Source: an optimization exercise on an open RTL-to-GDS flow (aim: small area, a short achievable clock period and few clock cycles). Production flows keep margins and buffers that such runs may drop.
Only simulation tests tie the RTL to the original design; equivalence was not proved.

$ cat run.sh
#!/bin/bash
# synth_recipe.tcl (not shown) runs the flow's synth.tcl, then flattens the netlist and writes it again
# the make line also repeats each setting of config.mk as NAME=value (left out here)
make -C /OpenROAD-flow-scripts/flow DESIGN_CONFIG=/design/flow/config.mk WORK_HOME=/design/flow/orfs CLKGATE_MAP_FILE= SYNTH_SCRIPT=/design/flow/synth_recipe.tcl finish
$ cat config.mk
export PLATFORM = sky130hd
export DESIGN_NAME = worley_cell_noise_nearest
export DESIGN_NICKNAME = worley_cell_noise_nearest
export VERILOG_FILES = /design/flow/design.v
export SDC_FILE = /design/flow/constraint.sdc
export NUM_CORES = 4
export LEC_CHECK = 0
export CAP_MARGIN = 20
export CORE_MARGIN = 2
export CORE_UTILIZATION = 40
export SLEW_MARGIN = 20
$ cat constraint.sdc
create_clock -name core_clock -period 10.0 [get_ports {i_clk}]
set_input_delay 2.0000 -clock core_clock [delete_from_list [all_inputs] [get_ports {i_clk}]]
set_output_delay 2.0000 -clock core_clock [all_outputs]
set_load 0.01 [all_outputs]
$ cat design.v
`timescale 1ns / 1ps
package wcn_pkg;
    localparam logic [1:0] MODE_LOAD = 2'd0;
    localparam logic [1:0] MODE_E2D  = 2'd1;
    localparam logic [1:0] MODE_E3D  = 2'd2;
    localparam logic [1:0] MODE_NONE = 2'd3;
    localparam logic [1:0] DST_L2  = 2'd0;    
    localparam logic [1:0] DST_L3  = 2'd1;    
    localparam logic [1:0] DST_FIN = 2'd2;    
endpackage
`timescale 1ns / 1ps
module wcn_ram (
    input  logic        i_clk,
    input  logic        i_rst_n,
    input  logic        i_we,
    input  logic [7:0]  i_waddr,
    input  logic [7:0]  i_wdata,
    input  logic [23:0] i_rows,      
    output logic [31:0] o_bank,      
    output logic [7:0]  o_t1,        
    output logic [7:0]  o_t2,
    output logic [7:0]  o_t3
);
    logic [2047:0] r_tbl;
    logic [7:0]    w_d0, w_d1;
    assign w_d0 = i_wdata & {8{i_rst_n}};
    assign w_d1 = i_wdata | {8{~i_rst_n}};
    for (genvar e = 0; e < 256; e++) begin : g_ent
        logic       w_en;
        logic [7:0] w_d;
        assign w_en = ~i_rst_n | (i_we & (i_waddr == 8'(e)));
        for (genvar b = 0; b < 8; b++) begin : g_bit
            assign w_d[b] = (((e >> b) % 2) == 1) ? w_d1[b] : w_d0[b];
        end
        always_ff @(posedge i_clk) begin
            if (w_en) r_tbl[8*e +: 8] <= w_d;
        end
    end
    for (genvar q = 0; q < 4; q++) begin : g_bank
        logic [511:0] w_bank;
        for (genvar r = 0; r < 64; r++) begin : g_row
            assign w_bank[8*r +: 8] = r_tbl[8*(4*r+q) +: 8];
        end
        always_ff @(posedge i_clk) begin
            o_bank[8*q +: 8] <= w_bank[8*i_rows[6*q +: 6] +: 8];
        end
    end
    assign o_t1 = r_tbl[8*1 +: 8];
    assign o_t2 = r_tbl[8*2 +: 8];
    assign o_t3 = r_tbl[8*3 +: 8];
endmodule
`timescale 1ns / 1ps
module wcn_sqrt (
    input  logic        i_clk,
    input  logic        i_rst_n,
    input  logic        i_start,
    input  logic [39:0] i_value,
    output logic        o_busy,
    output logic        o_valid,
    input  logic        i_ack,
    output logic [19:0] o_root
);
    logic [20:0] r_rem;
    logic [19:0] r_root;
    logic [39:0] r_src;
    logic [3:0]  r_cnt;
    logic        r_busy, r_valid;
    logic [22:0] w_p1, w_p2, w_t1, w_t2;
    logic [20:0] w_rem1, w_rem2;
    logic [19:0] w_root1, w_root2;
    logic        w_ge1, w_ge2;
    always_comb begin
        w_p1    = {r_rem, r_src[39:38]};
        w_t1    = {1'b0, r_root, 2'b01};
        w_ge1   = (w_p1 >= w_t1);
        w_rem1  = w_ge1 ? 21'(w_p1 - w_t1) : 21'(w_p1);
        w_root1 = {r_root[18:0], w_ge1};
        w_p2    = {w_rem1, r_src[37:36]};
        w_t2    = {1'b0, w_root1, 2'b01};
        w_ge2   = (w_p2 >= w_t2);
        w_rem2  = w_ge2 ? 21'(w_p2 - w_t2) : 21'(w_p2);
        w_root2 = {w_root1[18:0], w_ge2};
    end
    always_ff @(posedge i_clk) begin
        if (!i_rst_n) begin
            r_busy  <= 1'b0;
            r_valid <= 1'b0;
            r_cnt   <= '0;
        end else begin
            if (i_ack) r_valid <= 1'b0;
            if (i_start) begin
                r_busy <= 1'b1;
                r_cnt  <= 4'd0;
            end else if (r_busy) begin
                r_cnt <= r_cnt + 1'b1;
                if (r_cnt == 4'd9) begin
                    r_busy  <= 1'b0;
                    r_valid <= 1'b1;
                end
            end
        end
        if (i_start) begin
            r_rem  <= '0;
            r_root <= '0;
            r_src  <= i_value;
        end else if (r_busy) begin
            r_rem  <= w_rem2;
            r_root <= w_root2;
            r_src  <= {r_src[35:0], 4'b0000};
        end
    end
    assign o_busy  = r_busy;
    assign o_valid = r_valid;
    assign o_root  = r_root;
endmodule
`timescale 1ns / 1ps
module wcn_core (
    input  logic        i_clk,
    input  logic        i_rst_n,
    input  logic        i_valid,
    output logic        o_ready,
    input  logic [1:0]  i_mode,
    input  logic [31:0] i_x,
    input  logic [31:0] i_y,
    input  logic [31:0] i_z,
    input  logic [7:0]  i_tidx,
    input  logic [7:0]  i_tval,
    output logic        o_res_valid,
    output logic [19:0] o_res,
    input  logic        i_res_ready
);
    localparam int NFIFO = 2;           
    localparam int CAP   = NFIFO + 1;   
    logic        r_in_v;
    logic [1:0]  r_in_mode;
    logic [31:0] r_in_x, r_in_y, r_in_z;
    logic [7:0]  r_in_idx, r_in_val;
    logic        w_take;
    assign o_ready = ~r_in_v | w_take;
    always_ff @(posedge i_clk) begin
        if (!i_rst_n) begin
            r_in_v <= 1'b0;
        end else if (o_ready) begin
            r_in_v <= i_valid;
        end
        if (o_ready && i_valid) begin
            r_in_mode <= i_mode;
            r_in_x    <= i_x;
            r_in_y    <= i_y;
            r_in_z    <= i_z;
            r_in_idx  <= i_tidx;
            r_in_val  <= i_tval;
        end
    end
    function automatic logic [30:0] prep(input logic [31:0] c);
        logic        frac;
        logic [15:0] cl;
        logic        ge2, eq1, eq0, eqm1;
        logic [7:0]  off;
        frac = (c[15:0] != 16'd0);
        cl = c[31:16] + 16'(c[31] & frac);
        eq1  = (cl == 16'd1);
        eq0  = (cl == 16'd0);
        eqm1 = (cl == 16'hFFFF);
        ge2  = ~cl[15] & ~eq1 & ~eq0;
        off  = cl[7:0] - 8'd1;
        prep = {off, c[31] & frac, c[15:0],
                ge2 | eq1 | eq0, ge2 | eq1, ge2, eqm1, eq0, eq1};
    endfunction
    logic [30:0] r_px, r_py, r_pz;       
    logic        r_act, r_3d;
    logic [1:0]  r_lvl, r_a, r_j, r_k;
    logic [2:0]  r_cnt;                  
    logic        w_last, w_start, w_load, w_deliver;
    logic [7:0]  w_t1, w_t2, w_t3;
    logic [31:0] r_bank;
    logic [7:0]  r_l2 [3][3];            
    logic [7:0]  r_l3 [3][3];
    logic       w_m0_v, w_m0_ffirst, w_m0_gfirst, w_m0_lastax, w_m0_lastwin;
    logic [1:0] w_m0_dst, w_m0_a, w_m0_o;
    logic       r_m1_v, r_m1_ffirst, r_m1_gfirst, r_m1_lastax, r_m1_lastwin;
    logic [1:0] r_m1_dst, r_m1_a, r_m1_o;
    logic       r_m2_v, r_m2_ffirst, r_m2_gfirst, r_m2_lastax, r_m2_lastwin;
    logic [1:0] r_m2_dst, r_m2_a, r_m2_o;
    logic [23:0] r_rows;
    logic [1:0]  r_rot1, r_rot2;
    assign w_last = r_3d ? (r_lvl == 2'd2 && r_k == 2'd2 && r_j == 2'd2 && r_a == 2'd2)
                         : (r_lvl == 2'd2 && r_j == 2'd2 && r_a == 2'd1);
    assign w_start = r_in_v && (r_in_mode == wcn_pkg::MODE_E2D || r_in_mode == wcn_pkg::MODE_E3D)
                     && (!r_act || w_last) && (r_cnt < 3'(CAP));
    assign w_load  = r_in_v && r_in_mode == wcn_pkg::MODE_LOAD && !r_act;
    assign w_take  = w_start | w_load | (r_in_v && r_in_mode == wcn_pkg::MODE_NONE);
    logic [7:0] w_lane [3];
    always_comb begin
        for (int m = 0; m < 3; m++) begin
            w_lane[m] = r_bank[8 * 2'(r_rot2 + 2'(m)) +: 8];
        end
    end
    logic [7:0] w_src, w_off, w_base;
    always_comb begin
        w_m0_dst = '0; w_m0_o = '0; w_m0_ffirst = 1'b0; w_m0_gfirst = 1'b0;
        w_m0_lastax = 1'b0; w_m0_lastwin = 1'b0;
        w_m0_v = r_act;
        w_m0_a = r_a;
        w_src = w_t1;
        w_off = r_px[30:23];
        if (r_lvl == 2'd0) begin
            w_src = (r_a == 2'd0) ? w_t1 : (r_a == 2'd1) ? w_t2 : w_t3;
            w_off = r_3d ? r_pz[30:23] : r_py[30:23];
            w_m0_dst = wcn_pkg::DST_L2;
        end else if (r_lvl == 2'd1) begin
            w_src = r_l2[r_a][r_k];
            w_off = r_py[30:23];
            w_m0_dst = wcn_pkg::DST_L3;
        end else begin
            if (r_3d) w_src = r_l3[r_a][r_j];
            else if (r_j == 2'd0) w_src = w_lane[0];
            else w_src = r_l2[r_a][r_j];
            w_off = r_px[30:23];
            w_m0_dst = wcn_pkg::DST_FIN;
            w_m0_o = (r_a == 2'd1) ? r_j : r_k;
            w_m0_ffirst = (r_j == 2'd0 && r_k == 2'd0 && r_a == 2'd0);
            w_m0_gfirst = (r_j == 2'd0 && r_k == 2'd0);
            w_m0_lastax = r_3d ? (r_a == 2'd2) : (r_a == 2'd1);
            w_m0_lastwin = w_last;
        end
        w_base = w_src + w_off;
    end
    always_ff @(posedge i_clk) begin
        if (!i_rst_n) begin
            r_act <= 1'b0;
            r_m1_v <= 1'b0;
            r_m2_v <= 1'b0;
        end else begin
            if (w_start) begin
                r_act <= 1'b1;
            end else if (w_last) begin
                r_act <= 1'b0;
            end
            r_m1_v <= w_m0_v;
            r_m2_v <= r_m1_v;
        end
        if (w_start) begin
            r_3d <= (r_in_mode == wcn_pkg::MODE_E3D);
            r_px <= prep(r_in_x);
            r_py <= prep(r_in_y);
            r_pz <= prep(r_in_z);
            r_lvl <= 2'd0;
            r_a <= 2'd0;
            r_j <= 2'd0;
            r_k <= 2'd0;
        end else if (r_act) begin
            if (r_lvl == 2'd0) begin
                if (r_a == (r_3d ? 2'd2 : 2'd1)) begin
                    r_a <= 2'd0;
                    r_lvl <= r_3d ? 2'd1 : 2'd2;
                end else begin
                    r_a <= r_a + 2'd1;
                end
            end else if (r_lvl == 2'd1) begin
                if (r_a == 2'd2) begin
                    r_a <= 2'd0;
                    r_lvl <= 2'd2;
                end else begin
                    r_a <= r_a + 2'd1;
                end
            end else begin
                if (r_a == (r_3d ? 2'd2 : 2'd1)) begin
                    r_a <= 2'd0;
                    if (r_j == 2'd2) begin
                        r_j <= 2'd0;
                        r_k <= r_k + 2'd1;
                        r_lvl <= 2'd1;
                    end else begin
                        r_j <= r_j + 2'd1;
                    end
                end else begin
                    r_a <= r_a + 2'd1;
                end
            end
        end
        for (int q = 0; q < 4; q++) begin
            r_rows[6*q +: 6] <= (2'(q) >= w_base[1:0]) ? w_base[7:2] : w_base[7:2] + 6'd1;
        end
        r_rot1 <= w_base[1:0];
        r_rot2 <= r_rot1;
        r_m1_dst <= w_m0_dst; r_m1_a <= w_m0_a; r_m1_o <= w_m0_o;
        r_m1_ffirst <= w_m0_ffirst; r_m1_gfirst <= w_m0_gfirst;
        r_m1_lastax <= w_m0_lastax; r_m1_lastwin <= w_m0_lastwin;
        r_m2_dst <= r_m1_dst; r_m2_a <= r_m1_a; r_m2_o <= r_m1_o;
        r_m2_ffirst <= r_m1_ffirst; r_m2_gfirst <= r_m1_gfirst;
        r_m2_lastax <= r_m1_lastax; r_m2_lastwin <= r_m1_lastwin;
        if (r_m2_v && r_m2_dst == wcn_pkg::DST_L2) begin
            for (int m = 0; m < 3; m++) r_l2[r_m2_a][m] <= w_lane[m];
        end
        if (r_m2_v && r_m2_dst == wcn_pkg::DST_L3) begin
            for (int m = 0; m < 3; m++) r_l3[r_m2_a][m] <= w_lane[m];
        end
    end
    wcn_ram u_ram (
        .i_clk  (i_clk),
        .i_rst_n(i_rst_n),
        .i_we   (w_load),
        .i_waddr(r_in_idx),
        .i_wdata(r_in_val),
        .i_rows (r_rows),
        .o_bank (r_bank),
        .o_t1   (w_t1),
        .o_t2   (w_t2),
        .o_t3   (w_t3)
    );
    logic [30:0] r_qx, r_qy, r_qz;       
    logic        r_h_v, r_h_gfirst, r_h_lastax, r_h_lastwin;
    logic [1:0]  r_h_a, r_h_o;
    logic [7:0]  r_h [3];
    always_ff @(posedge i_clk) begin
        if (!i_rst_n) begin
            r_h_v <= 1'b0;
        end else begin
            r_h_v <= r_m2_v && r_m2_dst == wcn_pkg::DST_FIN;
        end
        if (r_m2_v && r_m2_dst == wcn_pkg::DST_FIN && r_m2_ffirst) begin
            r_qx <= r_px;
            r_qy <= r_py;
            r_qz <= r_pz;
        end
        for (int m = 0; m < 3; m++) r_h[m] <= w_lane[m];
        r_h_a <= r_m2_a;
        r_h_o <= r_m2_o;
        r_h_gfirst <= r_m2_gfirst;
        r_h_lastax <= r_m2_lastax;
        r_h_lastwin <= r_m2_lastwin;
    end
    logic signed [18:0] w_dd [3];
    always_comb begin
        logic [30:0] p;
        logic [1:0] o;
        logic signed [10:0] hi;
        p = (r_h_a == 2'd0) ? r_qx : (r_h_a == 2'd1) ? r_qy : r_qz;
        for (int m = 0; m < 3; m++) begin
            o = (r_h_a == 2'd0) ? 2'(m) : r_h_o;
            hi = (o == 2'd0) ? 11'sd256 : (o == 2'd1) ? 11'sd0 : -11'sd256;
            if (p[5'(o)]) hi = hi;
            else if (p[5'd3 + 5'(o)]) hi = hi - {3'b000, r_h[m]};
            else hi = hi + {3'b000, r_h[m]};
            w_dd[m] = {{2{p[22]}}, p[22:6]} + {hi, 8'd0};
        end
    end
    logic               r_d_v, r_d_gfirst, r_d_lastax, r_d_lastwin, r_d_firstax;
    logic signed [18:0] r_d [3];
    always_ff @(posedge i_clk) begin
        if (!i_rst_n) begin
            r_d_v <= 1'b0;
        end else begin
            r_d_v <= r_h_v;
        end
        for (int m = 0; m < 3; m++) r_d[m] <= w_dd[m];
        r_d_gfirst <= r_h_gfirst;
        r_d_lastax <= r_h_lastax;
        r_d_lastwin <= r_h_lastwin;
        r_d_firstax <= (r_h_a == 2'd0);
    end
    logic        r_s_v, r_s_gfirst, r_s_lastax, r_s_lastwin, r_s_firstax;
    logic [35:0] r_s [3];
    always_ff @(posedge i_clk) begin
        if (!i_rst_n) begin
            r_s_v <= 1'b0;
        end else begin
            r_s_v <= r_d_v;
        end
        for (int m = 0; m < 3; m++) begin
            logic [17:0] mag;
            mag = r_d[m][18] ? 18'(-r_d[m]) : 18'(r_d[m]);
            r_s[m] <= mag * mag;
        end
        r_s_gfirst <= r_d_gfirst;
        r_s_lastax <= r_d_lastax;
        r_s_lastwin <= r_d_lastwin;
        r_s_firstax <= r_d_firstax;
    end
    logic        r_a_v, r_a_gfirst, r_a_lastwin;
    logic [36:0] r_acc [3];
    always_ff @(posedge i_clk) begin
        if (!i_rst_n) begin
            r_a_v <= 1'b0;
        end else begin
            r_a_v <= r_s_v && r_s_lastax;
        end
        for (int m = 0; m < 3; m++) begin
            r_acc[m] <= (r_s_firstax ? 37'd0 : r_acc[m]) + 37'(r_s[m]);
        end
        r_a_gfirst <= r_s_gfirst;
        r_a_lastwin <= r_s_lastwin;
    end
    logic [36:0] r_best, w_m01, w_m2b, w_best;
    logic [36:0] w_b;
    always_comb begin
        w_b   = r_a_gfirst ? r_acc[2] : r_best;
        w_m01 = (r_acc[1] < r_acc[0]) ? r_acc[1] : r_acc[0];
        w_m2b = (r_acc[2] < w_b) ? r_acc[2] : w_b;
        w_best = (w_m2b < w_m01) ? w_m2b : w_m01;
    end
    always_ff @(posedge i_clk) begin
        if (r_a_v) r_best <= w_best;
    end
    logic [36:0] r_fq [NFIFO];
    logic [1:0]  r_fn;
    logic        w_push, w_pop;
    logic        w_sq_busy, w_sq_valid, w_sq_start;
    logic [19:0] w_root;
    logic        r_out_v;
    logic [19:0] r_out;
    assign w_push = r_a_v && r_a_lastwin;
    assign w_deliver = w_sq_valid && (!r_out_v || i_res_ready);
    assign w_sq_start = (r_fn != 2'd0) && !w_sq_busy && (!w_sq_valid || w_deliver);
    assign w_pop = w_sq_start;
    always_ff @(posedge i_clk) begin
        if (!i_rst_n) begin
            r_fn <= '0;
            r_cnt <= '0;
            r_out_v <= 1'b0;
        end else begin
            r_fn <= r_fn + 2'(w_push) - 2'(w_pop);
            r_cnt <= r_cnt + 3'(w_start) - 3'(w_deliver);
            if (w_deliver) r_out_v <= 1'b1;
            else if (i_res_ready) r_out_v <= 1'b0;
        end
        if (w_pop) r_fq[0] <= r_fq[1];
        if (w_push) begin
            if (w_pop) r_fq[~r_fn[0]] <= w_best;
            else r_fq[r_fn[0]] <= w_best;
        end
        if (w_deliver) r_out <= w_root;
    end
    wcn_sqrt u_sqrt (
        .i_clk  (i_clk),
        .i_rst_n(i_rst_n),
        .i_start(w_sq_start),
        .i_value({3'b000, r_fq[0]}),
        .o_busy (w_sq_busy),
        .o_valid(w_sq_valid),
        .i_ack  (w_deliver),
        .o_root (w_root)
    );
    assign o_res_valid = r_out_v;
    assign o_res       = r_out;
endmodule
`timescale 1ns / 1ps
module worley_cell_noise_nearest #(
    parameter int TABLE_SIZE = 256,
    parameter int FRAC_BITS  = 16
) (
    input  logic         i_clk,
    input  logic         i_rst_n,
    input  logic         s_axis_tvalid,
    output logic         s_axis_tready,
    input  logic [111:0] s_axis_tdata,   
    input  logic [1:0]   s_axis_tuser,   
    output logic         m_axis_tvalid,
    input  logic         m_axis_tready,
    output logic [23:0]  m_axis_tdata    
);
    logic [19:0] w_res;
    wcn_core u_core (
        .i_clk      (i_clk),
        .i_rst_n    (i_rst_n),
        .i_valid    (s_axis_tvalid),
        .o_ready    (s_axis_tready),
        .i_mode     (s_axis_tuser),
        .i_x        (s_axis_tdata[31:0]),
        .i_y        (s_axis_tdata[63:32]),
        .i_z        (s_axis_tdata[95:64]),
        .i_tidx     (s_axis_tdata[103:96]),
        .i_tval     (s_axis_tdata[111:104]),
        .o_res_valid(m_axis_tvalid),
        .o_res      (w_res),
        .i_res_ready(m_axis_tready)
    );
    assign m_axis_tdata = {4'b0000, w_res};
endmodule
==> results.txt <==
- Run status: timing/DRC/antenna clean
- Post-synthesis instance total: 11610
- CTS Hold Buffers Added: 0
- Max capacitance violation total: 0
- Root cell of the clock tree: sky130_fd_sc_hd__clkbuf_16
- Via count: 95900
- CP top delay family: adder cells
- Portion of the post-synthesis area used by sequential elements: 0.5522
- Synth Cell Area: 159600 µm²
- Number of top-level pins: 144
- Footprint of the multi-input gates: 65480 µm²
- Share of synthesized cell area in full adder, half adder and majority cells: 0.1356
- Clock Skews: 0.09604 ns
- Pin count of the biggest net entering global routing: 120
- TritonCTS clock tree: built
- Initial antenna violation count: 13
- Relative slew slack: 0.1241
- Most frequent standard cell in the layout excluding fill and tap cells: sky130_fd_sc_hd__edfxtp_1
- Number of detailed-route iterations in the first pass: 6
- Number of flops mapped to enable cells by yosys: 2637
- CTS-repair resized insts: 0
- Chip Width: 635.6 µm
- CP arrival: 9.75 ns
- Maximum net fanout on the critical path: 14
- Post-synth top flop: sky130_fd_sc_hd__edfxtp_1
- Max incr delay on CP: 0.74 ns
- Detailed-route DRC error count: 0
- Number of clock sinks: 3083
- Count of final setup violators: 0
- Fraction of registers with async set or reset after synthesis: 0
- Latest clock arrival within the worst-skew pair: 0.96 ns
- Total grt overflow: 0
- Number of buffers inserted during clock tree synthesis: 324
- Proportion of synthesized area in mux cells: 0.1152
- Final-layout setup total negative slack: 0 ns
- Global-route wire length before repair: 618.2 mm
- Critical path class: reg -> reg
- Transition time at the pin with the least slew margin: 1.300 ns
- Antenna viol nets, final: 0
- Max Buffers Root-to-Sink: 4
- Area fraction in compound gates after synthesis: 0.06711
- HPWL after DPL: 286.8 mm
- Signed area change from the synthesized netlist to the final layout: 12.32%
- Mean routed wirelength per cell: 23.75 µm
- Drt first-iter violations: 9336
- Buffers inserted by post-CTS timing repair: 0
- Clk slew on worst S/H paths: 0.06 ns
- WHS: 0.3184 ns
- Area share of xor/xnor cells in the synthesized design: 0.02393
- Number of global-route vias before repair: 98300
- Total of fill cells in the finished design: 34890
- Synth cell types: 91
- Vias per Instance: 5.521
- Final RePlAce weighted congestion: 0.9230
- Number of H-tree levels: 5
- Highest Clock Rate: 111.7 MHz
- Aggregate global-route resource usage: 0.2001
- Routed WL: 412.5 mm
- Layout cell share with drive strength beyond 1: 0.1374
- Sum of buffers and inverters on the critical path: 8
- Simple-gate area share of the yosys netlist: 0.06608
- Core Region: 396500 µm²
- RSZ-0062 raised after global routing: false
- Cell Rows: 231
- Die area: 404000 µm²
- Number of buffers added on ports: 139
- Final count of pins violating max slew: 0
- Total number of nets in the final design: 13310
- Final worst-path cycle share: 0.8956
- Starting Density: 0.4024
- Data required time of the critical path: 10.79 ns
- Standard cell with the maximum stage delay on the critical path: sky130_fd_sc_hd__nand4_1
- Synth warn: 9
- Tightest Hold Check Type: reg -> reg
- Design Area, Final: 179200 µm²
- Sequential cell area: 88160 µm²
- Post-layout min period: 8.956 ns
- Most frequent cells in the layout: sky130_fd_sc_hd__edfxtp_1, sky130_fd_sc_hd__inv_1, sky130_fd_sc_hd__nor2_1
- Worst setup SP type: flop
- Synthesized flop and latch total: 3083
- Dominant combinational cell family by area after synthesis: adder cells
- CP endpoint kind: flop
- Avg Cell Area, Syn: 13.74 µm²
- Height of the chip: 635.6 µm
- Final number of hold-violating endpoints: 0
- Placed instance area: 168300 µm²
-- worst paths after layout --
path | startpoint | to | slack (ns) | depth (start not counted)
setup / recovery | u_core.r_d[0][0]$_DFF_P_ | u_core.r_s[2][35]$_DFF_P_ | 1.04 | 30
hold / removal | u_core.r_s_lastwin$_DFF_P_ | u_core.r_a_lastwin$_DFF_P_ | 0.32 | 0
setup reg to reg | u_core.r_d[0][0]$_DFF_P_ | u_core.r_s[2][35]$_DFF_P_ | 1.04 | 30
hold reg to reg | u_core.r_s_lastwin$_DFF_P_ | u_core.r_a_lastwin$_DFF_P_ | 0.32 | 0
-- per-layer routing --
metal	track usage	vias up	part of all wire
met5	0	-	0
met4	0.06833	0	0.036
met3	0.02157	652	0.057
met2	0.3420	3156	0.50
met1	0.2660	49280	0.41
li1	-	42810	-
-- synth_stat cells (198+ instances only) --
cell,number,area (µm²)
sky130_fd_sc_hd__dfxtp_1,446,8929
sky130_fd_sc_hd__mux4_2,720,16220
sky130_fd_sc_hd__inv_1,1124,4219
sky130_fd_sc_hd__nand2_1,791,2969
sky130_fd_sc_hd__ha_1,677,8471
sky130_fd_sc_hd__o21ai_0,553,2768
sky130_fd_sc_hd__fa_1,658,13170
sky130_fd_sc_hd__clkbuf_1,426,1599
sky130_fd_sc_hd__a21oi_1,562,2813
sky130_fd_sc_hd__xnor2_1,320,2803
sky130_fd_sc_hd__edfxtp_1,2637,79190
sky130_fd_sc_hd__mux2i_1,198,1982
sky130_fd_sc_hd__nor2_1,841,3157
-- sequential cells by signal, summed over array words and instances (netlist names), 20 cells and up --
| signal | count |
|---|---|
| u_core.r_acc | 111 |
| u_core.r_best | 37 |
| u_core.r_d | 41 |
| u_core.r_fq | 74 |
| u_core.r_h | 24 |
| u_core.r_in_x | 32 |
| u_core.r_in_y | 32 |
| u_core.r_in_z | 32 |
| u_core.r_l2 | 72 |
| u_core.r_l3 | 72 |
| u_core.r_out | 20 |
| u_core.r_px | 31 |
| u_core.r_py | 31 |
| u_core.r_pz | 31 |
| u_core.r_qx | 23 |
| u_core.r_qy | 23 |
| u_core.r_qz | 23 |
| u_core.r_rows | 24 |
| u_core.r_s | 101 |
| u_core.u_ram.o_bank | 32 |
| u_core.u_ram.r_tbl | 2048 |
| u_core.u_sqrt.r_rem | 21 |
| u_core.u_sqrt.r_root | 20 |
| u_core.u_sqrt.r_src | 40 |
-- per-stage QoR --
stage | utilization | instances | setup WS (ns)
after detailed placement | 0.4243 | 16770 | 1.115
after floorplan | - | 11620 | 1.825
after CTS | 0.4518 | 17360 | 1.044
final | 0.4520 | 17370 | 1.044
after global placement | 0.4240 | 16770 | 1.138
after global routing | 0.4519 | 17370 | 0.6147
-- cell families (layout without fill, tap and decap cells) --
group                      Yosys count  in the layout
AOI/OAI and AO/OA                 1795           1795
xor gates and xnor gates           436            436
DFF                               3083           3083
buffers and inverters             1677           2183
muxes                              934            934
and+or+nand+nor                   2352           2352
other                                1              9
adders and majority gates         1335           1335
-- layout make-up --
cell class,instances,share of cell area
well taps,5242,0.03660
multi-input cells,6856,0.3654
diodes,5,0.00006981
flip-flops and latches,3083,0.4919
inverters,1146,0.02400
clock inverters,174,0.01174
clock buffers,416,0.04904
repair buffers,447,0.02128
Testbench counts, summed over its fixed seeds: cycles 11,873.

[what the ideal ports hide]
In the flow no input, the clock included, has a driving cell. The finished layout below was timed again as built, in two steps.
Step 1: set_driving_cell puts a clkbuf_16 on i_clk and a buf_2 on each other input, an assumption about the parent block.
Step 2, shift: input delay + t, output delay - t, t = (earliest + latest rising clock arrival at the registers) / 2. This alone moves slack from input paths to output paths.
a / b / c = ideal ports / drivers / drivers and shift; a / b = the first two.
shift t [ns]: 1.018
setup WS [ns]: 1.044 / 1.044 / 1.044
latest minus earliest clock arrival (ns): 0.101 / 0.101
After both steps this run still meets setup and hold. For this run, drivers alone change the setup slack by 0.000 ns; drivers and shift together by 0.000 ns.
